What follows belongs to an exercise in optimizing a design on an open flow for small area, a short achievable clock period and few clock cycles per item; a production flow would make more cautious choices. The RTL was checked by simulation tests, not by an equivalence proof against the original design. No activity file was given, so power comes from the tool's default toggle rates.

===== design/flow/run.sh =====
#!/bin/bash
# synth_recipe.tcl (not shown) runs the flow's synth.tcl, then flattens the netlist and writes it again
# the make line also repeats each setting of config.mk as NAME=value (left out here)
make -C /OpenROAD-flow-scripts/flow DESIGN_CONFIG=/design/flow/config.mk WORK_HOME=/design/flow/orfs CLKGATE_MAP_FILE= SYNTH_SCRIPT=/design/flow/synth_recipe.tcl finish

===== design/flow/config.mk =====
export PLATFORM = sky130hd
export DESIGN_NAME = lzw_dict_cam
export DESIGN_NICKNAME = lzw_dict_cam
export VERILOG_FILES = /design/flow/design.v
export SDC_FILE = /design/flow/constraint.sdc
export NUM_CORES = 4
export LEC_CHECK = 0
export ABC_CLOCK_PERIOD_IN_PS = 2500
export CAP_MARGIN = 20
export CORE_MARGIN = 2
export CORE_UTILIZATION = 72
export CTS_CLUSTER_DIAMETER = 100
export CTS_CLUSTER_SIZE = 24
export PLACE_DENSITY = 0.82
export SETUP_SLACK_MARGIN = 3.0
export SLEW_MARGIN = 20

===== design/flow/constraint.sdc =====
create_clock -name core_clock -period 6.0 [get_ports {clk}]
set_input_delay 1.2000 -clock core_clock [delete_from_list [all_inputs] [get_ports {clk}]]
set_output_delay 1.2000 -clock core_clock [all_outputs]
set_load 0.01 [all_outputs]

===== design/flow/design.v =====
package lzw_cam_pkg;
   function automatic integer count_width(input integer n);
      count_width = $clog2(n + 1);
   endfunction
endpackage
module lzw_cam_entry #(
   parameter int KEY_W = 20
) (
   input  logic             clk,
   input  logic             we,
   input  logic             valid,
   input  logic [KEY_W-1:0] wkey,
   input  logic [KEY_W-1:0] key,
   output logic             match
);
   logic [KEY_W-1:0] stored;
   always_ff @(posedge clk) begin
      if (we) begin
         stored <= wkey;
      end
   end
   assign match = valid && (stored == key);
endmodule
module lzw_dict_cam #(
   parameter int  DATA_W    = 8,
   parameter int  CODE_W    = 12,
   parameter int  NUM_ENTRY = 64,
   parameter int  BASE_CODE = 256,
   localparam int CNT_W     = lzw_cam_pkg::count_width(NUM_ENTRY)
) (
   input  logic                 clk,
   input  logic                 rst,
   input  logic                 req_valid,
   output logic                 req_ready,
   input  logic [CODE_W-1:0]    req_prefix,
   input  logic [DATA_W-1:0]    req_sym,
   input  logic                 req_insert,
   output logic                 rsp_valid,
   input  logic                 rsp_ready,
   output logic                 rsp_hit,
   output logic [CODE_W-1:0]    rsp_code,
   output logic                 rsp_inserted,
   output logic                 rsp_dict_reset,
   input  logic                 clear,
   output logic                 full,
   output logic [CNT_W-1:0]     count
);
   localparam int IDX_W = $clog2(NUM_ENTRY);
   localparam int KEY_W = CODE_W + DATA_W;
   if (BASE_CODE + NUM_ENTRY > (1 << CODE_W)) begin : g_code_range_check
      $error("lzw_dict_cam: BASE_CODE + NUM_ENTRY exceeds the code space");
   end
   logic [IDX_W-1:0]     lvl;
   logic [IDX_W-1:0]     lvl_p1;
   logic                 last;
   logic                 rv;         
   logic                 clr_p;      
   logic                 r_commit;   
   logic                 r_hit;      
   logic [IDX_W-1:0]     r_idx;      
   logic [KEY_W-1:0]     key_q;      
   logic                 hold;
   logic                 clr_now;
   logic                 kill;
   logic                 bp;
   logic                 any_hit;
   logic                 hit_ok;
   logic [IDX_W-1:0]     idx;
   logic [KEY_W-1:0]     key_in;
   logic [NUM_ENTRY-1:0] valid;
   logic [NUM_ENTRY-1:0] we;
   logic [NUM_ENTRY-1:0] match;
   assign hold      = rv && !rsp_ready;
   assign req_ready = !hold;
   assign clr_now   = clear || clr_p;
   assign kill      = clr_now || (r_commit && last);
   assign key_in    = {req_prefix, req_sym};
   always_comb begin
      for (int i = 0; i < NUM_ENTRY; i++) begin
         valid[i] = (IDX_W'(i) < lvl);
         we[i]    = (lvl == IDX_W'(i));
      end
   end
   for (genvar i = 0; i < NUM_ENTRY; i++) begin : g_cell
      lzw_cam_entry #(.KEY_W(KEY_W)) u_cell (
         .clk   (clk),
         .we    (we[i]),
         .valid (valid[i]),
         .wkey  (key_q),
         .key   (key_in),
         .match (match[i])
      );
   end
   assign bp = r_commit && (key_q == key_in);
   always_comb begin
      any_hit = bp;
      idx     = bp ? lvl : '0;
      for (int i = 0; i < NUM_ENTRY; i++) begin
         any_hit = any_hit | match[i];
         if (match[i]) idx = idx | IDX_W'(i);
      end
      hit_ok = any_hit && !kill;
   end
   always_ff @(posedge clk or posedge rst) begin
      if (rst) begin
         rv       <= 1'b0;
         r_commit <= 1'b0;
         lvl      <= '0;
         lvl_p1   <= IDX_W'(1);
         last     <= 1'b0;
         clr_p    <= 1'b0;
      end else begin
         rv <= req_valid || hold;
         if (hold) begin
            clr_p <= clr_p || clear;
         end else begin
            clr_p    <= 1'b0;
            r_commit <= req_valid && req_insert && !hit_ok;
            if (clr_now) begin
               lvl    <= '0;
               lvl_p1 <= IDX_W'(1);
               last   <= 1'b0;
            end else if (r_commit) begin
               lvl    <= lvl_p1;
               lvl_p1 <= lvl_p1 + IDX_W'(1);
               last   <= (lvl_p1 == IDX_W'(NUM_ENTRY - 1));
            end
         end
      end
   end
   always_ff @(posedge clk) begin
      if (!hold) begin
         r_hit <= hit_ok;
         r_idx <= idx;
         key_q <= key_in;
      end
   end
   assign rsp_valid      = rv;
   assign rsp_hit        = r_hit;
   assign rsp_inserted   = r_commit;
   assign rsp_dict_reset = r_commit && last;
   assign full           = r_commit && last;
   assign count          = r_commit ? {last, lvl_p1} : {1'b0, lvl};
   always_comb begin
      rsp_code = '0;
      rsp_code[$clog2(BASE_CODE)] = r_hit || r_commit;
      rsp_code[IDX_W-1:0] = (r_idx & {IDX_W{r_hit}}) | (lvl & {IDX_W{r_commit}});
   end
endmodule

==> reports/metrics.csv, run 1 <==
stage;metric;value;unit
logic_synthesis;ys_ff_latch;1303;
die;rows;102;
logic_synthesis;ys.warnings.count;2;
logic_synthesis;synth_edf_count;1287;
flow_run;maxCapViolations;0;
logic_synthesis;async_reset_ff_share;1.23;%
setup_path;crit_buf_inv;2;
timing;tightest_slew;1.26;ns
logic_synthesis;synth_cell_types;78;
setup_path;worst_path_max_delay_cell;a211oi_1;
power_and_ir_drop;p_per_area;257;nW/um2
global_routing;grt_first_pass_wirelength;242000;um
timing;fin_crit_sh;54.9;%
cts;tritoncts;done;
power_and_ir_drop;p_total;16.3;mW
timing;rsz0062_at_grt;true;
finish;final_common_cell;edfxtp_1;
global_routing;grt.total_usage;42.5;%
finish;drive_above_1_share;13.6;%
setup_path;startpoint;req_sym[3];
routing;postRouteWirelength;179000;um
routing;vias;35222;
logic_synthesis;syn_inst;3613;
cts;cts_max_level;2;
logic_synthesis;synth.avg_cell_area;15.7;um2
cts;path_clk_slew;0.10;ns
setup_path;r2r_end;r_hit$_DFFE_PN_;
timing;skew;0.0221;ns
setup_path;r2r_setup_slack;2.88;ns
timing;slew_headroom;15.8;%
setup_path;crit_end;r_commit$_DFFE_PP0N_;
cts;root_buffer;clkbuf_16;
cts;cts.sinks;1303;
finish;syn_to_final_growth;11.7;%
placement;hpwl;89400;um
timing;fmax;304;MHz
hold_path;hold_class;reg -> reg;
finish;final_cell_mix;1,287 x edfxtp_1, 898 x xnor2_1, 383 x xor2_1, 213 x nand4_1, 176 x buf_4;
routing;drtIter0Drc;6812;
setup_path;worstPathCellList;buf_16, bufbuf_16, xnor2_1, nand4_1, a211oi_1, a22oi_1, and4_1, and3_1, a31oi_1, o31ai_2;
die;ios;51;
setup_path;cp-start-kind;primary input;
timing;hold_viol_final;0;
setup_path;crit_path_end_kind;flip-flop;
routing;routed_via_density;7.20;
placement;gp_congestion;0.978;
timing;min_period;3.29;ns
placement;portBuffers;45;
finish;layout.nets;3851;
setup_path;r2r_cells;11;
cts;cts-buffers-inserted;60;
routing;drc;0;
setup_path;critical_path.top_delay_family;compound AO/OA/AOI/OAI gates;
global_routing;antenna_found_initial;4;
setup_path;cp_data_required_time;6.57;ns
setup_path;reg2reg_from;lvl[0]$_DFFE_PP0P_;
timing;setup_tns;0;ns
routing;ant_nets;0;
placement;place_ws;1.08;ns
logic_synthesis;synthFlopType;edfxtp_1;
global_routing;grt_start_max_net_pins;65;
power_and_ir_drop;leakage;19.9;nW
die;dieArea;81100;um2
die;die_h;285;um
power_and_ir_drop;peakVddDrop;0.000324;V
cts;cts_buffer_depth;3;
die;core_area;77700;um2
global_routing;overflow;0;
setup_path;cp.depth;10;
routing;drt-pass1-iter-count;6;
setup_path;crit_arrival;3.86;ns
logic_synthesis;ys_seq_area_share;68.8;%
timing;finalSetupViolations;0;
timing;layout_setup_ws;2.71;ns
setup_path;cp_max_fo;14;
logic_synthesis;synth_area;56800;um2
die;die_w;285;um
outcome;status;finished clean;
cts;hold_buffers;0;
die;initial_core_util;73.1;%
setup_path;crit_type;in -> reg;
routing;routedWlPerCell;36.5;um
cts;clock_latency;0.69;ns
global_routing;grt_pass1_vias;33815;
setup_path;slowest_delay;0.64;ns
timing;slew_viol_final;0;
report_power, final:
part	total, mW	switching (mW)	internal (mW)
clock network	4.57	2.69	1.88
logic	1.59	1.07	0.526
registers	10.1	0.0394	10.1
stage by stage:
stage                     utilization, %  cells  hold slack [ns]  area [um2]
final                               81.6   4892            0.516       63400
after CTS                           79.7   4819            0.521       61900
after global placement              75.4   4682            0.485       58600
after detailed placement            75.4   4682            0.491       58600
after global routing                81.6   4890            0.532       63400
after floorplan                        -   3617            0.465       57100
layout make-up:
cell class	count	area [um2]
inverter	3	15.0
sequential	1303	39100
multi-input combinational	2130	17100
clock inverter	2	21.3
clock buffer	86	1620
antenna	2	5.00
timing repair buffer	326	4240
fill	3745	14300
tap	1040	1300
logic make-up (layout without fill, tap and decap cells):
family                     count (synthesis)  after routing  share of synthesized area [%]
AOI/OAI and AO/OA                        106            106                           1.45
xor gates and xnor gates                1283           1283                           19.8
adders and majority gates                  1              1                         0.0220
buffers and inverters                    184            417                           2.49
DFF                                     1303           1303                           68.8
muxes                                      7              7                          0.137
other                                      1              7                        0.00660
and+or+nand+nor                          728            728                           7.34
worst min-delay path by stage:
stage	startpoint	to	slack, ns	depth (start not counted)
6_report	last$_DFFE_PP0P_	last$_DFFE_PP0P_	0.52	1
5_1_grt	lvl_p1[0]$_DFFE_PP1P_	lvl_p1[0]$_DFFE_PP1P_	0.53	1
4_1_cts	last$_DFFE_PP0P_	last$_DFFE_PP0P_	0.52	1
3_5_place_dp	last$_DFFE_PP0P_	last$_DFFE_PP0P_	0.49	1
3_3_place_gp	last$_DFFE_PP0P_	last$_DFFE_PP0P_	0.48	1
2_1_floorplan	last$_DFFE_PP0P_	last$_DFFE_PP0P_	0.47	1
cells in the mapped netlist, drive strengths merged (3+ instances only):
cell / n / area (um2)
nand2b: 10 / 62.6
nor2: 110 / 425
xor2: 385 / 3370
a32oi: 6 / 52.6
xnor2: 898 / 7870
a31oi: 6 / 37.5
dfrtp: 15 / 375
nand4bb: 3 / 38.8
or3: 11 / 68.8
a21oi: 8 / 40.0
nand4b: 8 / 76.3
a22o: 13 / 114
nor3: 43 / 220
and4b: 4 / 40.0
and2: 12 / 75.1
o211ai: 11 / 82.6
o21ai: 9 / 45.0
or2: 7 / 46.3
and3: 13 / 81.3
and4: 6 / 52.6
nand3b: 3 / 22.5
a21o: 4 / 30.0
or4: 10 / 75.1
o31ai: 3 / 27.5
nor4: 135 / 857
nand4: 214 / 1350
nor2b: 6 / 40.0
a22oi: 16 / 130
or4b: 4 / 43.8
a211oi: 6 / 45.0
buf: 163 / 1330
clkbuf: 18 / 67.6
inv: 3 / 11.3
edfxtp: 1287 / 38600
mux2: 6 / 67.6
o2111ai: 7 / 61.3
nand2: 60 / 225
nand3: 64 / 325
state kept, by name, indices dropped and copies added, names as in the netlist:
| register | count |
|---|---|
| g_cell.u_cell.stored | 1260 |
| key_q | 20 |
| lvl | 6 |
| lvl_p1 | 6 |
| r_idx | 6 |
| clr_p | 1 |
| last | 1 |
| r_commit | 1 |
| r_hit | 1 |
| rv | 1 |
what timing repair did:
action                     in CTS  in global routing
setup endpoints to repair      27                 26
resized for setup             274                129
cloned                         13                 18
buffers inserted               36                 52
pin swaps                      15                 32
metal layers:
metal	vias to the layer above	track usage [%]	routed length, um
met5	-	0	92
li1	13611	-	-
met4	6	23.5	13300
met2	3543	64.7	78900
met1	17181	56.7	56300
met3	881	11.0	30100
Testbench counts, summed over its fixed seeds: cycles 32,008, items 32,000.
==> run 2: changes to the inputs <==
--- a/design/flow/config.mk
+++ b/design/flow/config.mk
@@ -10,6 +10,6 @@
 export CORE_MARGIN = 2
-export CORE_UTILIZATION = 72
+export CORE_UTILIZATION = 78
 export CTS_CLUSTER_DIAMETER = 100
 export CTS_CLUSTER_SIZE = 24
-export PLACE_DENSITY = 0.82
+export PLACE_DENSITY = 0.88
 export SETUP_SLACK_MARGIN = 3.0
==> run 2 against run 1 <==
Fmax shrank 3.7%; sequential share of layout area grew 0.44 points; sequential power is essentially flat; setup slack worse by 0.13 ns; clock skew is 0.013 ns higher; highest routed layer unchanged; synthesized cell count unchanged; largest power group unchanged; clock power increased by 0.9%; still clean; global-route usage increased by 6.6 points.
==> reports/metrics.csv, run 2 <==
stage;metric;value;unit;change
outcome;status;finished clean;;
hold_path;worstHoldStart;lvl_p1[0]$_DFFE_PP1P_;;
die;die_w;274;um;-3.9%
routing;ant_nets;0;;unchanged
power_and_ir_drop;p_per_area;260;nW/um2;+1.1%
setup_path;crit_buf_inv;2;;unchanged
routing;drt-pass1-iter-count;9;;+3
timing;finalSetupViolations;0;;unchanged
logic_synthesis;syn_inst;3613;;unchanged
logic_synthesis;synthTopCellsByCount;1,287 x edfxtp_1, 898 x xnor2_1, 385 x xor2_1;;
power_and_ir_drop;peakVddDrop;0.000269;V;-17%
finish;regMostFlops;g_cell.u_cell.stored;;
global_routing;grt_start_max_net_pins;65;;unchanged
setup_path;crit_type;in -> reg;;
finish;largestRegisters;g_cell.u_cell.stored (1260), key_q (20);;
cts;cts_buffer_depth;3;;unchanged
routing;drc;0;;unchanged
logic_synthesis;ys_seq_area_share;68.8;%;unchanged
setup_path;worstPathCellList;buf_12, buf_16, xor2_1, nor2_1, nor4b_2, nand2_1, nand4_1, nor4_4, nand3_1;;
finish;largest_reg_flops;1260;;unchanged
cts;clock_latency;0.73;ns;+0.04 ns
finish;layout.nets;3846;;-0.13%
timing;fin_crit_sh;57.0;%;+2.1 points
cts;cts.sinks;1303;;unchanged
setup_path;critical_path.top_delay_family;simple AND/OR/NAND/NOR gates;;
logic_synthesis;synth.top_cell.area_share;68.1;%;unchanged
timing;rsz0062_at_grt;true;;
cts;root_buffer;clkbuf_16;;
setup_path;worst_path_max_delay_cell;nand2_1;;
die;die_h;274;um;-3.9%
die;ios;51;;unchanged
cts;tritoncts;done;;
setup_path;crit_path_end_kind;flip-flop;;
logic_synthesis;synth.most_common_cell;edfxtp_1;;
finish;fillCellCount;2754;;-26%
timing;setup_tns;0;ns;unchanged
timing;slew_headroom;11.5;%;-4.3 points
finish;design_area;63000;um2;-0.70%
cts;cts-buffers-inserted;60;;unchanged
setup_path;slowest_delay;0.52;ns;-0.12 ns
routing;postRouteWirelength;193000;um;+8.0%
finish;syn_to_final_growth;10.9;%;
logic_synthesis;synth_edf_count;1287;;unchanged
cts;hold_buffers;0;;unchanged
setup_path;cp-start-kind;primary input;;
logic_synthesis;synth_cell_types;78;;unchanged
placement;portBuffers;45;;unchanged
setup_path;crit_arrival;3.85;ns;about the same
timing;tightest_slew;1.33;ns;+0.0649 ns
logic_synthesis;async_reset_ff_share;1.23;%;unchanged
logic_synthesis;synthFlopType;edfxtp_1;;
power_and_ir_drop;leakage;19.8;nW;-0.35%
setup_path;cp_data_required_time;6.43;ns;-0.14 ns
timing;hold_slack;0.526;ns;+0.00980 ns
logic_synthesis;yosysTopAreaCell;edfxtp_1;;
logic_synthesis;synthTopCellsByArea;edfxtp_1 68%, xnor2_1 14%, xor2_1 5.9%;;
logic_synthesis;synth.avg_cell_area;15.7;um2;unchanged
global_routing;overflow;0;;unchanged
timing;min_period;3.42;ns;+0.126 ns
setup_path;reg2reg_from;lvl[4]$_DFFE_PP0P_;;
setup_path;r2r_cells;9;;-2
routing;routed_via_density;7.74;;+7.5%
die;rows;98;;-3.9%
setup_path;r2r_setup_slack;2.76;ns;-0.12 ns
finish;final_cell_mix;1,287 x edfxtp_1, 898 x xnor2_1, 384 x xor2_1, 213 x nand4_1, 181 x buf_4;;
die;dieArea;75000;um2;-7.6%
hold_path;whs_endpoint;lvl_p1[0]$_DFFE_PP1P_;;
die;initial_core_util;79.2;%;+6.1 points
placement;gp_congestion;0.987;;+0.88%
placement;hpwl;98400;um;+10%
finish;final_common_cell;edfxtp_1;;
global_routing;antenna_found_initial;17;;+13
timing;skew;0.0350;ns;+0.0129 ns
finish;drive_above_1_share;13.8;%;+0.18 points
global_routing;grt_first_pass_wirelength;254000;um;+5.1%
setup_path;r2r_end;r_idx[0]$_SDFFCE_PP1N_;;
logic_synthesis;ys.warnings.count;2;;unchanged
placement;placed_cell_area;58700;um2;about the same
logic_synthesis;synth_area;56800;um2;unchanged
timing;hold_viol_final;0;;unchanged
timing;slew_viol_final;0;;unchanged
global_routing;grt_pass1_vias;35703;;+5.6%
cts;cts_max_level;2;;unchanged
die;core_area;71700;um2;-7.7%
hold_path;hold_class;reg -> reg;;
power_and_ir_drop;p_total;16.4;mW;+0.43%
routing;vias;37055;;+5.2%
routing;routedWlPerCell;40.3;um;+10%
flow_run;maxCapViolations;0;;unchanged
cts;path_clk_slew;0.10;ns;about the same
hold_path;hold_path_depth;1;;unchanged
finish;final_cells;4789;;-2.1%
placement;dpl.cell_count;4615;;-1.4%
setup_path;cp_max_fo;18;;+4
timing;fmax;292;MHz;-3.7%
routing;drtIter0Drc;7703;;+13%
logic_synthesis;ys_ff_latch;1303;;unchanged
global_routing;grt.total_usage;49.1;%;+6.6 points
-- run 2: cell counts after synthesis --
Identical to the previous run, type by type.
-- run 2: power by group --
part           leakage (nW)  total (mW)  internal, mW  switching (mW)
Sequential             11.8        10.1          10.1          0.0325
Combinational          7.18        1.63         0.507            1.12
Clock                 0.785        4.61          1.86            2.76
Total                  19.8        16.4          12.5            3.91
-- run 2: cells by family (layout without fill, tap and decap cells) --
family	Yosys count	count (layout)	synth area share, %
other	1	9	0.00660
XOR/XNOR	1283	1283	19.8
AO/OA/AOI/OAI	106	106	1.45
buffers and inverters	184	401	2.49
flip-flops	1303	1303	68.8
multiplexers	7	7	0.137
AND/OR/NAND/NOR	728	729	7.34
adder cells (fa/ha/maj)	1	1	0.0220
-- run 2: metal layers --
metal	track usage (%)	routed length [um]
met5	0	173
met2	72.1	82600
met4	36.1	19400
met1	61.2	54800
met3	16.6	35900
-- run 2: worst reg2reg max path, stage by stage, from the launching register on --
cell     delay, ns
dfrtp_4       0.55
buf_12        0.16
buf_4         0.18
nand4_2       0.24
nor2_1        0.11
nor4b_2       0.19
nand2_1       0.52
nand4_1       0.30
nor4_4        0.52
nand3_1       0.17
-- run 2: repair_timing --
item                                    in CTS  in global routing
endpoints found under the hold margin        0                  0
gates cloned                                12                  6
pin swaps                                   15                 30
endpoints found under the setup margin      47                 19
gates resized for setup                    296                112
buffers inserted                            44                 30
-- run 2: layout make-up --
type	count	area, um2	area share [%]
flip-flops and latches	1303	39100	62.0
repair buffers	320	3850	6.12
clock inverters	3	33.8	0.0537
well taps	950	1190	1.89
multi-input cells	2131	17200	27.3
inverters	3	15.0	0.0238
clock buffers	75	1580	2.51
diodes	4	10.0	0.0159
-- run 2: worst max-delay path by stage --
| stage | start | to | slack, ns | depth (start not counted) |
|---|---|---|---|---|
| 2_1_floorplan | req_prefix[8] | r_hit$_DFFE_PN_ | 2.79 | 9 |
| 3_5_place_dp | req_prefix[0] | r_hit$_DFFE_PN_ | 1.40 | 10 |
| 5_1_grt | req_prefix[3] | r_idx[0]$_SDFFCE_PP1N_ | 2.70 | 9 |
| 6_report | req_prefix[3] | r_idx[0]$_SDFFCE_PP1N_ | 2.58 | 9 |
| 4_1_cts | lvl[3]$_DFFE_PP0P_ | r_commit$_DFFE_PP0N_ | 2.89 | 11 |
| 3_3_place_gp | req_prefix[0] | r_hit$_DFFE_PN_ | 1.43 | 10 |
-- run 2: stage by stage --
stage	utilization (%)	worst slack, ns
after floorplan	-	2.79
after global placement	81.7	1.43
after detailed placement	81.8	1.40
after CTS	86.5	2.89
after global routing	87.8	2.70
final	87.8	2.58
==> run 3: changes to the inputs <==
--- a/design/flow/config.mk
+++ b/design/flow/config.mk
@@ -10,7 +10,8 @@
 export CORE_MARGIN = 2
-export CORE_UTILIZATION = 78
+export CORE_UTILIZATION = 65
 export CTS_CLUSTER_DIAMETER = 100
 export CTS_CLUSTER_SIZE = 24
-export PLACE_DENSITY = 0.88
+export PLACE_DENSITY = 0.75
 export SETUP_SLACK_MARGIN = 3.0
 export SLEW_MARGIN = 20
+export TNS_END_PERCENT = 30
==> run 3 against run 2 <==
Clock-buffer cell count unchanged; sequential power about the same; final cell count up 4.9%; non-clock buffer count up 25; clock power about the same; flip-flop and latch count unchanged; power down 0.24%; synthesized cell count unchanged; global-route usage down 8.4 points.
==> reports/metrics.csv, run 3 <==
stage;metric;value;unit;change
outcome;status;finished clean;;
flow_run;maxCapViolations;0;;unchanged
logic_synthesis;synthFlopType;edfxtp_1;;
cts;hold_buffers;0;;unchanged
power_and_ir_drop;leakage;19.7;nW;-0.35%
cts;clock_latency;0.70;ns;-0.03 ns
global_routing;antenna_found_initial;8;;-9
logic_synthesis;ys_ff_latch;1303;;unchanged
timing;finalSetupViolations;0;;unchanged
global_routing;grt_pass1_vias;33738;;-5.5%
finish;fillCellCount;5322;;+93%
cts;cts_max_level;2;;unchanged
routing;drt-pass1-iter-count;8;;-1
finish;layout.nets;3871;;+0.65%
timing;rsz0062_at_grt;true;;
routing;vias;34716;;-6.3%
timing;fin_crit_sh;53.0;%;-4.0 points
setup_path;crit_type;in -> reg;;
logic_synthesis;syn_inst;3613;;unchanged
cts;tritoncts;done;;
power_and_ir_drop;p_per_area;259;nW/um2;-0.52%
global_routing;grt_first_pass_wirelength;253000;um;-0.19%
die;initial_core_util;65.6;%;-14 points
global_routing;grt_start_max_net_pins;65;;unchanged
logic_synthesis;synthTopCellsByCount;1,287 x edfxtp_1, 898 x xnor2_1, 385 x xor2_1;;
cts;cts.sinks;1303;;unchanged
cts;root_buffer;clkbuf_16;;
timing;slew_viol_final;0;;unchanged
timing;hold_slack;0.517;ns;-0.00913 ns
logic_synthesis;synth.avg_cell_area;15.7;um2;unchanged
timing;fmax;314;MHz;+7.5%
cts;cts-buffers-inserted;60;;unchanged
logic_synthesis;ys_seq_area_share;68.8;%;unchanged
placement;hpwl;98600;um;+0.20%
logic_synthesis;synth_edf_count;1287;;unchanged
timing;slew_headroom;12.7;%;+1.2 points
logic_synthesis;synthTopCellsByArea;edfxtp_1 68%, xnor2_1 14%, xor2_1 5.9%;;
global_routing;gr-usage-met2;61.8;%;-10 points
setup_path;crit_path_end_kind;flip-flop;;
global_routing;busiest_layer;met2;;
timing;hold_viol_final;0;;unchanged
timing;tightest_slew;1.31;ns;-0.0174 ns
timing;skew;0.0358;ns;+0.000823 ns
global_routing;grt.met1_usage;55.9;%;-5.3 points
placement;portBuffers;45;;unchanged
finish;drive_above_1_share;13.7;%;-0.060 points
setup_path;crit_arrival;3.59;ns;-0.26 ns
finish;seqCellArea;39100;um2;about the same
routing;postRouteWirelength;183000;um;-5.3%
hold_path;hold_class;reg -> reg;;
logic_synthesis;async_reset_ff_share;1.23;%;unchanged
die;rows;108;;+10%
setup_path;cp_max_fo;18;;unchanged
routing;drc;0;;unchanged
global_routing;grtUsageMet3;9.49;%;-7.1 points
finish;multi_input_area;17000;um2;-1.3%
setup_path;cp_data_required_time;6.41;ns;-0.02 ns
placement;gp_congestion;0.985;;-0.24%
timing;setup_tns;0;ns;unchanged
setup_path;worstPathCellList;buf_8, buf_16, buf_4, xnor2_1, nand4_1, nor3_1, a22oi_2, nand3_1, a2111oi_0, nand4_1;;
logic_synthesis;synth_cell_types;78;;unchanged
cts;cts_buffer_depth;3;;unchanged
die;dieArea;89700;um2;+20%
setup_path;r2r_cells;9;;unchanged
setup_path;slowest_delay;0.60;ns;+0.08 ns
finish;largestRegisters;g_cell.u_cell.stored (1260), key_q (20);;
global_routing;grt.total_usage;40.7;%;-8.4 points
die;ios;51;;unchanged
logic_synthesis;synth.most_common_cell;edfxtp_1;;
routing;routed_via_density;6.91;;-11%
timing;min_period;3.18;ns;-0.238 ns
finish;final_common_cell;edfxtp_1;;
die;core_area;86600;um2;+21%
global_routing;overflow;0;;unchanged
die;die_h;300;um;+9.4%
routing;drtIter0Drc;6038;;-22%
setup_path;cp-start-kind;primary input;;
hold_path;hold_path_depth;1;;unchanged
power_and_ir_drop;peakVddDrop;0.000302;V;+12%
logic_synthesis;synth.top_cell.area_share;68.1;%;unchanged
die;die_w;300;um;+9.4%
logic_synthesis;synth_area;56800;um2;unchanged
setup_path;crit_buf_inv;3;;+1
logic_synthesis;yosysTopAreaCell;edfxtp_1;;
routing;ant_nets;0;;unchanged
finish;regMostFlops;g_cell.u_cell.stored;;
routing;routedWlPerCell;36.4;um;-9.7%
setup_path;cpMostUsedCell;nand4_1;;
finish;syn_to_final_growth;11.2;%;
cts;path_clk_slew;0.10;ns;about the same
finish;final_cell_mix;1,287 x edfxtp_1, 898 x xnor2_1, 385 x xor2_1, 213 x nand4_1, 199 x buf_4;;
logic_synthesis;ys.warnings.count;2;;unchanged
setup_path;cp.depth;10;;+1
finish;largest_reg_flops;1260;;unchanged
setup_path;critical_path.top_delay_family;compound AO/OA/AOI/OAI gates;;
setup_path;worst_path_max_delay_cell;a2111oi_0;;
run 3: cell counts after synthesis:
Identical to the previous run, type by type.
run 3: path summary, 6_finish.rpt:
kind | from | endpoint | slack [ns]
min reg2reg | lvl_p1[0]$_DFFE_PP1P_ | lvl_p1[0]$_DFFE_PP1P_ | 0.52
max | req_prefix[10] | r_idx[1]$_SDFFCE_PP1N_ | 2.82
max in group asynchronous | rst | lvl[4]$_DFFE_PP0P_ | 4.47
min in group asynchronous | rst | r_commit$_DFFE_PP0N_ | 0.96
min | lvl_p1[0]$_DFFE_PP1P_ | lvl_p1[0]$_DFFE_PP1P_ | 0.52
max reg2reg | lvl[1]$_DFFE_PP0P_ | r_idx[1]$_SDFFCE_PP1N_ | 2.88
run 3: cell families (layout without fill, tap and decap cells):
logic type                 Yosys count  count (layout)  synth area share, %
adders and majority gates            1               1               0.0220
muxes                                7               7                0.137
other                                1              13              0.00660
xor gates and xnor gates          1283            1283                 19.8
DFF                               1303            1303                 68.8
and+or+nand+nor                    728             729                 7.34
AOI/OAI and AO/OA                  106             106                 1.45
buffers and inverters              184             425                 2.49
run 3: layer usage:
layer / part of all wire, % / wire length, um / up-vias
li1: - / - / 13651
met1: 34 / 62800 / 17504
met2: 45 / 82000 / 2923
met3: 15 / 26700 / 632
met4: 6.1 / 11200 / 6
met5: 0.019 / 35 / -
run 3: cell type report:
type,instances,area share [%]
Sequential cell,1303,61.9
Clock inverter,2,0.0575
Multi-Input combinational cell,2131,26.9
Timing Repair Buffer,345,6.27
Inverter,3,0.0218
Tap cell,1155,2.29
Clock buffer,75,2.53
Antenna cell,8,0.0317
run 3: what timing repair did:
item | 4_1_cts | 5_1_grt
cloned | 15 | 2
buffers inserted | 86 | 6
pin swaps | 33 | 12
endpoints found under the setup margin | 121 | 22
gates resized for setup | 317 | 33
run 3: report_power, final:
part | switching [mW] | internal [mW]
Sequential | 0.0356 | 10.1
Combinational | 1.07 | 0.498
Clock | 2.76 | 1.88
Total | 3.86 | 12.5
run 3: metrics by stage:
step / util (%) / worst slack (ns) / total power [mW] / cells / area [um2]
after floorplan: - / 2.67 / 11.1 / 3617 / 57000
after global placement: 68.0 / 1.27 / 11.7 / 4826 / 58900
after detailed placement: 68.0 / 1.41 / 11.7 / 4827 / 58900
after CTS: 72.5 / 2.89 / 16.2 / 5005 / 62800
after global routing: 72.9 / 2.89 / 16.6 / 5015 / 63100
final: 72.9 / 2.82 / 16.3 / 5022 / 63100
==> run 4: changes to the inputs <==
--- a/design/flow/config.mk
+++ b/design/flow/config.mk
@@ -16,2 +16,2 @@
 export SLEW_MARGIN = 20
-export TNS_END_PERCENT = 30
+export TNS_END_PERCENT = 3
==> run 4 against run 3 <==
Still clean on timing, DRC and antenna; flip-flop and latch count unchanged; first-iteration DRC count rose by 0.89%; sequential power is essentially flat; wire length barely moved; non-clock buffer count decreased by 1; power is 0.31% higher; clock skew is 0.0099 ns higher; combinational power barely moved; hold slack worse by 0.0066 ns; synthesized area unchanged; critical endpoint is now r_commit$_DFFE_PP0N_.
==> reports/metrics.csv, run 4 <==
stage;metric;value;unit;change
outcome;status;finished clean;;
cts;path_clk_slew;0.10;ns;about the same
logic_synthesis;synthFlopType;edfxtp_1;;
finish;regMostFlops;g_cell.u_cell.stored;;
cts;cts_max_level;2;;unchanged
die;dieArea;89700;um2;unchanged
timing;fin_crit_sh;56.1;%;+3.1 points
placement;hpwl;95300;um;-3.3%
setup_path;r2r_cells;10;;+1
timing;tightest_slew;1.29;ns;-0.0205 ns
global_routing;grt_first_pass_wirelength;256000;um;+0.88%
logic_synthesis;synth.avg_cell_area;15.7;um2;unchanged
hold_path;hold_path_depth;1;;unchanged
timing;fmax;297;MHz;-5.5%
power_and_ir_drop;p_per_area;258;nW/um2;-0.17%
power_and_ir_drop;peakVddDrop;0.000312;V;+3.1%
timing;skew;0.0457;ns;+0.00990 ns
finish;final_cells;5027;;+0.10%
timing;min_period;3.37;ns;+0.186 ns
power_and_ir_drop;leakage;19.9;nW;+0.82%
cts;clock_latency;0.70;ns;about the same
flow_run;maxCapViolations;0;;unchanged
logic_synthesis;synthTopCellsByCount;1,287 x edfxtp_1, 898 x xnor2_1, 385 x xor2_1;;
routing;drtIter0Drc;6092;;+0.89%
finish;fillCellCount;5328;;+0.11%
global_routing;overflow;0;;unchanged
setup_path;cp-start-kind;primary input;;
cts;cts_buffer_depth;3;;unchanged
placement;portBuffers;45;;unchanged
setup_path;cp_max_fo;15;;-3
finish;design_area;63400;um2;+0.48%
die;ios;51;;unchanged
finish;syn_to_final_growth;11.7;%;
timing;slew_viol_final;0;;unchanged
timing;finalSetupViolations;0;;unchanged
logic_synthesis;synth.top_cell.area_share;68.1;%;unchanged
global_routing;grt_pass1_vias;34081;;+1.0%
logic_synthesis;synth_area;56800;um2;unchanged
cts;hold_buffers;0;;unchanged
finish;final_cell_mix;1,287 x edfxtp_1, 898 x xnor2_1, 385 x xor2_1, 213 x nand4_1, 201 x buf_4;;
placement;placed_cell_area;58900;um2;about the same
setup_path;crit_path_end_kind;flip-flop;;
routing;drt-pass1-iter-count;7;;-1
logic_synthesis;synth.most_common_cell;edfxtp_1;;
routing;top_layer;met5;;
logic_synthesis;synth_edf_count;1287;;unchanged
global_routing;antenna_found_initial;9;;+1
finish;largestRegisters;g_cell.u_cell.stored (1260), key_q (20);;
hold_path;hold_class;reg -> reg;;
setup_path;r2r_setup_slack;2.65;ns;-0.23 ns
routing;wl_met1;62500;um;-0.51%
routing;drc;0;;unchanged
placement;gp_congestion;0.970;;-1.5%
finish;largest_reg_flops;1260;;unchanged
timing;setup_tns;0;ns;unchanged
setup_path;cp_data_required_time;6.59;ns;+0.18 ns
routing;routed_via_density;6.94;;+0.42%
timing;slew_headroom;14.0;%;+1.4 points
logic_synthesis;ys.warnings.count;2;;unchanged
logic_synthesis;synth_cell_types;78;;unchanged
timing;rsz0062_at_grt;true;;
logic_synthesis;ys_seq_area_share;68.8;%;unchanged
cts;cts-buffers-inserted;60;;unchanged
setup_path;crit_type;in -> reg;;
global_routing;grt.total_usage;41.0;%;+0.34 points
die;initial_core_util;65.6;%;unchanged
routing;wl_met2;81500;um;-0.60%
logic_synthesis;syn_inst;3613;;unchanged
logic_synthesis;async_reset_ff_share;1.23;%;unchanged
die;core_area;86600;um2;unchanged
die;die_w;300;um;unchanged
setup_path;crit_arrival;3.96;ns;+0.37 ns
logic_synthesis;ys_ff_latch;1303;;unchanged
global_routing;grt_start_max_net_pins;64;;-1.5%
finish;drive_above_1_share;13.2;%;-0.50 points
die;die_h;300;um;unchanged
routing;routedWlPerCell;36.4;um;about the same
routing;vias;34896;;+0.52%
routing;postRouteWirelength;183000;um;about the same
cts;tritoncts;done;;
finish;final_common_cell;edfxtp_1;;
logic_synthesis;synthTopCellsByArea;edfxtp_1 68%, xnor2_1 14%, xor2_1 5.9%;;
logic_synthesis;yosysTopAreaCell;edfxtp_1;;
timing;hold_viol_final;0;;unchanged
placement;dpl.cell_count;4816;;-0.23%
die;rows;108;;unchanged
routing;ant_nets;0;;unchanged
routing;wl_met3;27300;um;+2.5%
cts;root_buffer;clkbuf_16;;
finish;layout.nets;3869;;-0.052%
cts;cts.sinks;1303;;unchanged
[run 4: cell counts after synthesis]
No cell type changed its count.
[run 4: critical path, cell delays in order]
cell	delay (ns)
buf_12	0.20
bufbuf_16	0.41
xor2_1	0.25
nor3_1	0.19
a22oi_2	0.36
nand4_1	0.34
nor4_4	0.52
a31oi_4	0.18
o31ai_2	0.27
[run 4: worst paths after layout]
path                                       start                    end
min                        lvl_p1[0]$_DFFE_PP1P_  lvl_p1[0]$_DFFE_PP1P_
max in group asynchronous                    rst     lvl[2]$_DFFE_PP0P_
min reg2reg                lvl_p1[0]$_DFFE_PP1P_  lvl_p1[0]$_DFFE_PP1P_
max reg2reg                   lvl[5]$_DFFE_PP0P_   r_commit$_DFFE_PP0N_
max                                   req_sym[3]   r_commit$_DFFE_PP0N_
min in group asynchronous                    rst        clr_p$_DFF_PP0_
[run 4: through the flow]
stage	hold WS, ns	setup slack, ns	utilization (%)	power [mW]
finish	0.510	2.63	73.2	16.4
global route	0.532	2.67	73.2	16.7
CTS	0.515	2.80	72.9	16.3
detailed placement	0.492	1.29	68.0	11.7
global placement	0.492	1.11	68.0	11.6
floorplan	0.465	2.67	-	11.1
[run 4: per-layer routing]
metal	GRT usage, %	vias up
li1	-	13653
met1	56.0	17523
met2	61.8	3044
met3	10.9	668
met4	20.4	8
met5	0	-
[run 4: layout make-up]
type	count	area [um2]	share of cell area [%]
clock buffers	87	1650	2.59
flip-flops and latches	1303	39100	61.6
well taps	1155	1450	2.28
clock inverters	3	36.3	0.0572
diodes	2	5.00	0.00789
repair buffers	344	4270	6.73
multi-input cells	2130	17000	26.7
inverters	3	13.8	0.0217
[run 4: logic make-up (layout without fill, tap and decap cells)]
group	count (synthesis)	in the layout	synth area share, %
flops	1303	1303	68.8
xor+xnor	1283	1283	19.8
simple gates	728	728	7.34
buf+inv	184	437	2.49
compound gates	106	106	1.45
mux	7	7	0.137
fa+ha+maj	1	1	0.0220
other cells	1	7	0.00660
[run 4: timing repair]
action	CTS	global route
pin swaps	25	16
resized for setup	261	24
buffers inserted	82	13
endpoints found under the setup margin	67	47
gates cloned	21	2
[run 4: power breakdown]
group          total (mW)  switching (mW)  internal (mW)
clock network        4.67            2.76           1.91
logic                1.57            1.06          0.517
registers            10.1          0.0415           10.1
total                16.4            3.86           12.5
==> run 5: changes to the inputs <==
--- a/design/flow/config.mk
+++ b/design/flow/config.mk
@@ -16,2 +16 @@
 export SLEW_MARGIN = 20
-export TNS_END_PERCENT = 3
==> run 5 against run 4 <==
Critical path depth is 1 higher; combinational power up 4%; final cell count rose by 1.4%; cell area up 1.3%; non-clock buffer count is 73 higher; fmax up 7.2%; clock-buffer cell count rose by 1; wire length grew 1.4%; global-route usage about the same; via count fell by 0.34%; synthesized area did not move; clock skew is 0.020 ns lower.
==> reports/metrics.csv, run 5 <==
stage;metric;value;unit;change
finish;layout.nets;3943;;+1.9%
die;die_h;300;um;unchanged
hold_path;hold_path_depth;1;;unchanged
global_routing;grt_start_max_net_pins;64;;unchanged
timing;tightest_slew;1.23;ns;-0.0569 ns
logic_synthesis;ys.warnings.count;2;;unchanged
routing;postRouteWirelength;185000;um;+1.4%
timing;fin_crit_sh;52.4;%;-3.7 points
routing;routedWlPerCell;36.3;um;about the same
hold_path;hold_class;reg -> reg;;
global_routing;grt_first_pass_wirelength;255000;um;-0.36%
power_and_ir_drop;peakVddDrop;0.000303;V;-2.8%
flow_run;maxCapViolations;0;;unchanged
timing;rsz0062_at_grt;true;;
finish;regMostFlops;g_cell.u_cell.stored;;
logic_synthesis;synth.top_cell.area_share;68.1;%;unchanged
logic_synthesis;synthTopCellsByCount;1,287 x edfxtp_1, 898 x xnor2_1, 385 x xor2_1;;
finish;final_common_cell;edfxtp_1;;
power_and_ir_drop;leakage;20.4;nW;+2.5%
timing;skew;0.0255;ns;-0.0203 ns
logic_synthesis;synth_cell_types;78;;unchanged
routing;drtIter0Drc;5681;;-6.7%
routing;drc;0;;unchanged
global_routing;antenna_found_initial;7;;-2
routing;routed_via_density;6.82;;-1.7%
die;rows;108;;unchanged
timing;slew_viol_final;0;;unchanged
timing;fmax;318;MHz;+7.2%
logic_synthesis;synth_edf_count;1287;;unchanged
logic_synthesis;yosysTopAreaCell;edfxtp_1;;
cts;cts_buffer_depth;3;;unchanged
finish;seqCellArea;39100;um2;unchanged
die;initial_core_util;65.6;%;unchanged
setup_path;crit_type;reg -> reg;;
placement;portBuffers;45;;unchanged
logic_synthesis;synth_area;56800;um2;unchanged
global_routing;overflow;0;;unchanged
placement;hpwl;99800;um;+4.7%
setup_path;r2r_cells;10;;unchanged
logic_synthesis;synthFlopType;edfxtp_1;;
logic_synthesis;synthTopCellsByArea;edfxtp_1 68%, xnor2_1 14%, xor2_1 5.9%;;
cts;tritoncts;done;;
setup_path;cp_max_fo;4;;-11
finish;final_cell_mix;1,287 x edfxtp_1, 896 x xnor2_1, 385 x xor2_1, 262 x buf_4, 213 x nand4_1;;
logic_synthesis;ys_ff_latch;1303;;unchanged
logic_synthesis;async_reset_ff_share;1.23;%;unchanged
logic_synthesis;syn_inst;3613;;unchanged
cts;path_clk_slew;0.11;ns;about the same
timing;min_period;3.14;ns;-0.225 ns
die;die_w;300;um;unchanged
global_routing;grt.total_usage;41.0;%;about the same
finish;multi_input_area;17100;um2;+0.82%
setup_path;cp-start-kind;flip-flop;;
finish;syn_to_final_growth;13.1;%;
timing;hold_viol_final;0;;unchanged
logic_synthesis;synth.avg_cell_area;15.7;um2;unchanged
global_routing;grt_pass1_vias;33855;;-0.66%
timing;setup_tns;0;ns;unchanged
setup_path;r2r_end;r_commit$_DFFE_PP0N_;;
setup_path;slowest_delay;0.61;ns;+0.09 ns
finish;largest_reg_flops;1260;;unchanged
setup_path;cp_data_required_time;6.60;ns;about the same
setup_path;reg2reg_from;lvl[3]$_DFFE_PP0P_;;
timing;finalSetupViolations;0;;unchanged
cts;hold_buffers;0;;unchanged
finish;final_util;74.2;%;+0.92 points
setup_path;crit_path_end_kind;flip-flop;;
finish;largestRegisters;g_cell.u_cell.stored (1260), key_q (20);;
hold_path;whs_endpoint;last$_DFFE_PP0P_;;
power_and_ir_drop;p_total;16.4;mW;+0.18%
placement;gp_congestion;1.01;;+3.7%
placement;dpl.cell_count;4840;;+0.50%
die;core_area;86600;um2;unchanged
cts;cts_max_level;2;;unchanged
die;ios;51;;unchanged
die;dieArea;89700;um2;unchanged
routing;vias;34777;;-0.34%
setup_path;worstPathCellList;buf_4, buf_4, or2_4, or2_4, nand2_1, nor4_2, or4_4, nor4_4, a31oi_4, o31ai_2;;
finish;final_cells;5099;;+1.4%
timing;slew_headroom;17.8;%;+3.8 points
cts;cts-buffers-inserted;60;;unchanged
setup_path;crit_arrival;3.74;ns;-0.22 ns
hold_path;worstHoldStart;last$_DFFE_PP0P_;;
logic_synthesis;synth.most_common_cell;edfxtp_1;;
outcome;status;finished clean;;
cts;root_buffer;clkbuf_16;;
finish;fillCellCount;5177;;-2.8%
power_and_ir_drop;p_per_area;256;nW/um2;-1.1%
setup_path;worst_path_max_delay_cell;or4_4;;
routing;ant_nets;0;;unchanged
setup_path;r2r_setup_slack;2.86;ns;+0.21 ns
routing;drt-pass1-iter-count;9;;+2
logic_synthesis;ys_seq_area_share;68.8;%;unchanged
cts;cts.sinks;1303;;unchanged
finish;drive_above_1_share;15.5;%;+2.3 points
cts;clock_latency;0.69;ns;about the same
## run 5: worst max path at each step
stage                                 to  slack [ns]            startpoint  cells after the start
floorplan                r_hit$_DFFE_PN_        2.79         req_prefix[8]                      9
global placement         r_hit$_DFFE_PN_        1.21         req_prefix[7]                     11
detailed placement       r_hit$_DFFE_PN_        1.20         req_prefix[7]                     11
CTS                          rsp_code[1]        2.88  r_commit$_DFFE_PP0N_                      4
global route        r_commit$_DFFE_PP0N_        2.81    lvl[4]$_DFFE_PP0P_                     13
finish              r_commit$_DFFE_PP0N_        2.86    lvl[3]$_DFFE_PP0P_                     10
## run 5: critical path: cells and delay by family, from the launching register on
family          cells  cell delay [ns]
compound gates      2             0.38
flops               1             0.55
simple gates        6             1.75
buf+inv             2             0.36
## run 5: kinds of logic (layout without fill, tap and decap cells)
family | after synthesis | in the layout | share of synthesized area [%]
xor+xnor | 1283 | 1283 | 19.8
other cells | 1 | 6 | 0.00660
simple gates | 728 | 728 | 7.34
compound gates | 106 | 106 | 1.45
buf+inv | 184 | 510 | 2.49
flops | 1303 | 1303 | 68.8
mux | 7 | 7 | 0.137
fa+ha+maj | 1 | 1 | 0.0220
## run 5: cell type report
class,count,area share (%)
Sequential cell,1303,60.8
Clock buffer,88,2.53
Inverter,3,0.0234
Multi-Input combinational cell,2130,26.6
Clock inverter,1,0.0253
Timing Repair Buffer,417,7.73
Antenna cell,1,0.00390
Tap cell,1155,2.25
Timing Repair inverter,1,0.00779
## run 5: stage by stage
stage	hold WS (ns)	setup WS [ns]	instance area, um2
2_1_floorplan	0.465	2.79	57100
3_5_place_dp	0.496	1.20	59100
6_report	0.517	2.86	64200
3_3_place_gp	0.486	1.21	59100
4_1_cts	0.520	2.88	63300
5_1_grt	0.527	2.81	64200
## run 5: per-layer routing
layer / vias up / share of wire (%) / GRT usage [%]
met5: - / 0.036 / 0
met4: 10 / 7.5 / 23.5
met3: 711 / 14 / 11.8
met2: 2903 / 45 / 62.7
met1: 17358 / 33 / 53.0
li1: 13795 / - / -
## run 5: what timing repair did
action / in CTS / in global routing
resized for setup: 312 / 74
endpoints found under the hold margin: 0 / 0
buffers inserted: 82 / 62
endpoints found under the setup margin: 60 / 21
pin swaps: 29 / 41
gates cloned: 21 / 4
## run 5: report_power, final
part	total, mW	switching (mW)	leakage [nW]	internal [mW]
registers	10.1	0.0487	11.8	10.1
logic	1.63	1.07	7.76	0.567
clock network	4.63	2.75	0.791	1.88
==> run 6: changes to the inputs <==
--- a/design/flow/config.mk
+++ b/design/flow/config.mk
@@ -16 +16,2 @@
 export SLEW_MARGIN = 20
+export TNS_END_PERCENT = 10
==> run 6 against run 5 <==
Still clean on timing, DRC and antenna; flip-flop and latch count unchanged; clock power barely moved; non-clock buffer count fell by 73; clock-buffer cell count shrank 13; clock skew up 0.0073 ns; critical path type is now in -> reg.
==> reports/metrics.csv, run 6 <==
stage;metric;value;unit;change
placement;portBuffers;45;;unchanged
routing;drtIter0Drc;5901;;+3.9%
power_and_ir_drop;p_comb_share;9.5;%;-0.5 points
die;die_w;300;um;unchanged
power_and_ir_drop;p_seq_share;62.1;%;+0.3 points
logic_synthesis;synth_edf_count;1287;;unchanged
finish;final_cell_mix;1,287 x edfxtp_1, 898 x xnor2_1, 385 x xor2_1, 213 x nand4_1, 201 x buf_4;;
finish;layout.nets;3870;;-1.9%
die;rows;108;;unchanged
power_and_ir_drop;switching_share;23.6;%;+0.027 points
placement;gp_congestion;0.985;;-2.1%
power_and_ir_drop;p_sw;3.85;mW;-0.46%
die;dieArea;89700;um2;unchanged
cts;path_clk_slew;0.11;ns;about the same
setup_path;cp_max_fo;21;;+17
timing;hold_viol_final;0;;unchanged
routing;drt-pass1-iter-count;6;;-3
placement;hpwl;98600;um;-1.3%
die;ios;51;;unchanged
setup_path;critical_path.top_delay_family;simple AND/OR/NAND/NOR gates;;
routing;postRouteWirelength;183000;um;-1.4%
routing;routed_via_density;6.90;;+1.2%
logic_synthesis;yosysTopAreaCell;edfxtp_1;;
cts;clock_latency;0.70;ns;about the same
logic_synthesis;ys_ff_latch;1303;;unchanged
timing;tightest_slew;1.30;ns;+0.0673 ns
power_and_ir_drop;p_int;12.5;mW;-0.61%
power_and_ir_drop;p_total;16.3;mW;-0.57%
timing;hold_slack;0.517;ns;+0.000116 ns
global_routing;grt_first_pass_wirelength;253000;um;-0.52%
global_routing;overflow;0;;unchanged
finish;largestRegisters;g_cell.u_cell.stored (1260), key_q (20);;
timing;min_period;3.16;ns;+0.0160 ns
finish;regMostFlops;g_cell.u_cell.stored;;
timing;fin_crit_sh;52.6;%;+0.27 points
die;initial_core_util;65.6;%;unchanged
global_routing;grt_start_max_net_pins;65;;+1.6%
power_and_ir_drop;peakVddDrop;0.000302;V;-0.54%
timing;slew_headroom;13.3;%;-4.5 points
routing;ant_nets;0;;unchanged
timing;slew_viol_final;0;;unchanged
finish;final_common_cell;edfxtp_1;;
logic_synthesis;synth_area;56800;um2;unchanged
finish;largest_reg_flops;1260;;unchanged
finish;syn_to_final_growth;11.0;%;
timing;setup_tns;0;ns;unchanged
logic_synthesis;synth.most_common_cell;edfxtp_1;;
global_routing;antenna_found_initial;9;;+2
logic_synthesis;synthTopCellsByCount;1,287 x edfxtp_1, 898 x xnor2_1, 385 x xor2_1;;
hold_path;worstHoldStart;lvl_p1[0]$_DFFE_PP1P_;;
finish;drive_above_1_share;13.5;%;-2.0 points
timing;skew;0.0327;ns;+0.00725 ns
setup_path;worstPathCellList;buf_12, buf_8, buf_4, xnor2_1, nand4_1, nor4_1, a32oi_1, and4_1, and3_1, a31oi_1, o31ai_2;;
logic_synthesis;syn_inst;3613;;unchanged
global_routing;grt_pass1_vias;33702;;-0.45%
global_routing;grt.total_usage;40.7;%;-0.30 points
outcome;status;finished clean;;
logic_synthesis;ys.warnings.count;2;;unchanged
die;core_area;86600;um2;unchanged
setup_path;r2r_setup_slack;2.85;ns;about the same
setup_path;cp_data_required_time;6.59;ns;about the same
logic_synthesis;synth.avg_cell_area;15.7;um2;unchanged
cts;cts.sinks;1303;;unchanged
setup_path;reg2reg_from;lvl[3]$_DFFE_PP0P_;;
logic_synthesis;synth_cell_types;78;;unchanged
die;die_h;300;um;unchanged
timing;finalSetupViolations;0;;unchanged
routing;routedWlPerCell;36.4;um;+0.18%
timing;rsz0062_at_grt;true;;
logic_synthesis;synth.top_cell.area_share;68.1;%;unchanged
setup_path;crit_buf_inv;3;;+1
logic_synthesis;synthFlopType;edfxtp_1;;
logic_synthesis;synthTopCellsByArea;edfxtp_1 68%, xnor2_1 14%, xor2_1 5.9%;;
routing;drc;0;;unchanged
flow_run;maxCapViolations;0;;unchanged
timing;fmax;317;MHz;-0.51%
setup_path;startpoint;req_prefix[11];;
setup_path;crit_arrival;3.75;ns;about the same
hold_path;hold_class;reg -> reg;;
setup_path;crit_path_end_kind;flip-flop;;
cts;cts_max_level;2;;unchanged
power_and_ir_drop;p_per_area;259;nW/um2;+1.3%
cts;root_buffer;clkbuf_16;;
setup_path;slowest_delay;0.54;ns;-0.07 ns
logic_synthesis;ys_seq_area_share;68.8;%;unchanged
logic_synthesis;async_reset_ff_share;1.23;%;unchanged
cts;cts-buffers-inserted;60;;unchanged
setup_path;cp-start-kind;primary input;;
power_and_ir_drop;leakage;19.7;nW;-3.3%
routing;vias;34629;;-0.43%
cts;cts_buffer_depth;3;;unchanged
setup_path;worst_path_max_delay_cell;nor4_1;;
cts;tritoncts;done;;
setup_path;crit_type;in -> reg;;
power_and_ir_drop;clkPwrFrac;28.4;%;+0.2 points
[run 6: power by group through the flow]
stage                     registers [mW]  clock network [mW]  logic [mW]
after detailed placement            10.3                   0        1.34
after global routing                10.1                4.90        1.57
after global placement              10.3                   0        1.31
final                               10.1                4.63        1.56
after floorplan                     10.4                   0       0.711
after CTS                           10.1                4.61        1.49
[run 6: repair_timing]
| action | 4_1_cts | 5_1_grt |
|---|---|---|
| endpoints found under the hold margin | 0 | 0 |
| setup endpoints to repair | 121 | 26 |
| gates cloned | 15 | 2 |
| gates resized for setup | 297 | 24 |
| setup buffers | 85 | 6 |
| pin swaps | 32 | 10 |
| hold buffers | 0 | 0 |
[run 6: cells by family (layout without fill, tap and decap cells)]
logic type | count (synthesis) | count (layout) | share of synthesized area [%]
flip-flops | 1303 | 1303 | 68.8
XOR/XNOR | 1283 | 1283 | 19.8
AND/OR/NAND/NOR | 728 | 729 | 7.34
buffers and inverters | 184 | 424 | 2.49
AO/OA/AOI/OAI | 106 | 106 | 1.45
multiplexers | 7 | 7 | 0.137
adder cells (fa/ha/maj) | 1 | 1 | 0.0220
other | 1 | 8 | 0.00660
[run 6: metrics by stage]
| stage | instance area [um2] | util (%) | cells | setup slack [ns] |
|---|---|---|---|---|
| final | 63000 | 72.8 | 5016 | 2.84 |
| after global placement | 58900 | 68.0 | 4826 | 1.27 |
| after global routing | 63000 | 72.7 | 5014 | 2.88 |
| after detailed placement | 58900 | 68.0 | 4827 | 1.41 |
| after CTS | 62800 | 72.5 | 5004 | 2.89 |
| after floorplan | 57000 | - | 3617 | 2.67 |
[run 6: worst reg2reg max path: cells and delay by family, from the launching register on]
kind / cells / cell delay [ns]
compound gates: 4 / 0.96
buf+inv: 3 / 0.58
flops: 1 / 0.50
simple gates: 4 / 1.04
[run 6: final cells by class]
| class | count | area, um2 |
|---|---|---|
| clock inverters | 2 | 36.3 |
| inverters | 3 | 13.8 |
| clock buffers | 75 | 1600 |
| well taps | 1155 | 1450 |
| diodes | 3 | 7.51 |
| flip-flops and latches | 1303 | 39100 |
| fillers | 5333 | 23600 |
| multi-input cells | 2131 | 16900 |
| repair buffers | 344 | 3910 |
[run 6: final timing paths]
check / cells after the start / to
min reg2reg: 1 / lvl_p1[0]$_DFFE_PP1P_
min: 1 / lvl_p1[0]$_DFFE_PP1P_
max: 11 / r_commit$_DFFE_PP0N_
max reg2reg: 11 / r_commit$_DFFE_PP0N_
min in group asynchronous: 2 / r_commit$_DFFE_PP0N_
max in group asynchronous: 2 / lvl[4]$_DFFE_PP0P_
[run 6: metal layers]
| layer | global-route usage, % | wire length, um | vias to the layer above | share of wire (%) |
|---|---|---|---|---|
| met1 | 55.8 | 63200 | 17442 | 35 |
| met5 | 0 | 41 | - | 0.022 |
| li1 | - | - | 13647 | - |
| met4 | 19.9 | 11400 | 6 | 6.3 |
| met3 | 9.70 | 26100 | 641 | 14 |
| met2 | 61.9 | 81900 | 2893 | 45 |

afterwards: timing with drivers on the ports:
In the flow no input, the clock included, has a driving cell. The finished layouts below were timed again as built, in two steps.
Step 1 (the two cells are an assumption about what drives the block):
set clk [get_ports {clk}]
set_driving_cell -lib_cell sky130_fd_sc_hd__clkbuf_16 $clk
set_driving_cell -lib_cell sky130_fd_sc_hd__buf_2 [delete_from_list [all_inputs] $clk]
Step 2 adds t to the input delays and takes it off the output delays; t is the mean of the earliest and latest rising clock arrival at the registers after step 1. Input paths then give back, and output paths get back, about the clock's delay inside the block.
Slacks: ideal ports / drivers / drivers and shift; pairs: ideal ports / drivers.
run | t (ns) | setup slack, ns | worst register clock-pin slew, ns
run 1 | 0.752 | 2.708 / 2.559 / 1.806 | 0.10 / 0.10
run 2 | 0.784 | 2.581 / 2.504 / 1.720 | 0.12 / 0.12
run 3 | 0.756 | 2.819 / 2.741 / 1.985 | 0.10 / 0.10
run 4 | 0.754 | 2.633 / 2.604 / 1.850 | 0.11 / 0.11
run 5 | 0.742 | 2.858 / 2.656 / 1.914 | 0.11 / 0.11
run 6 | 0.756 | 2.842 / 2.767 / 2.012 | 0.11 / 0.11
After both steps every run listed still meets setup and hold. For run 5, which loses most, drivers alone change the setup slack by -0.202 ns; drivers and shift together by -0.944 ns.
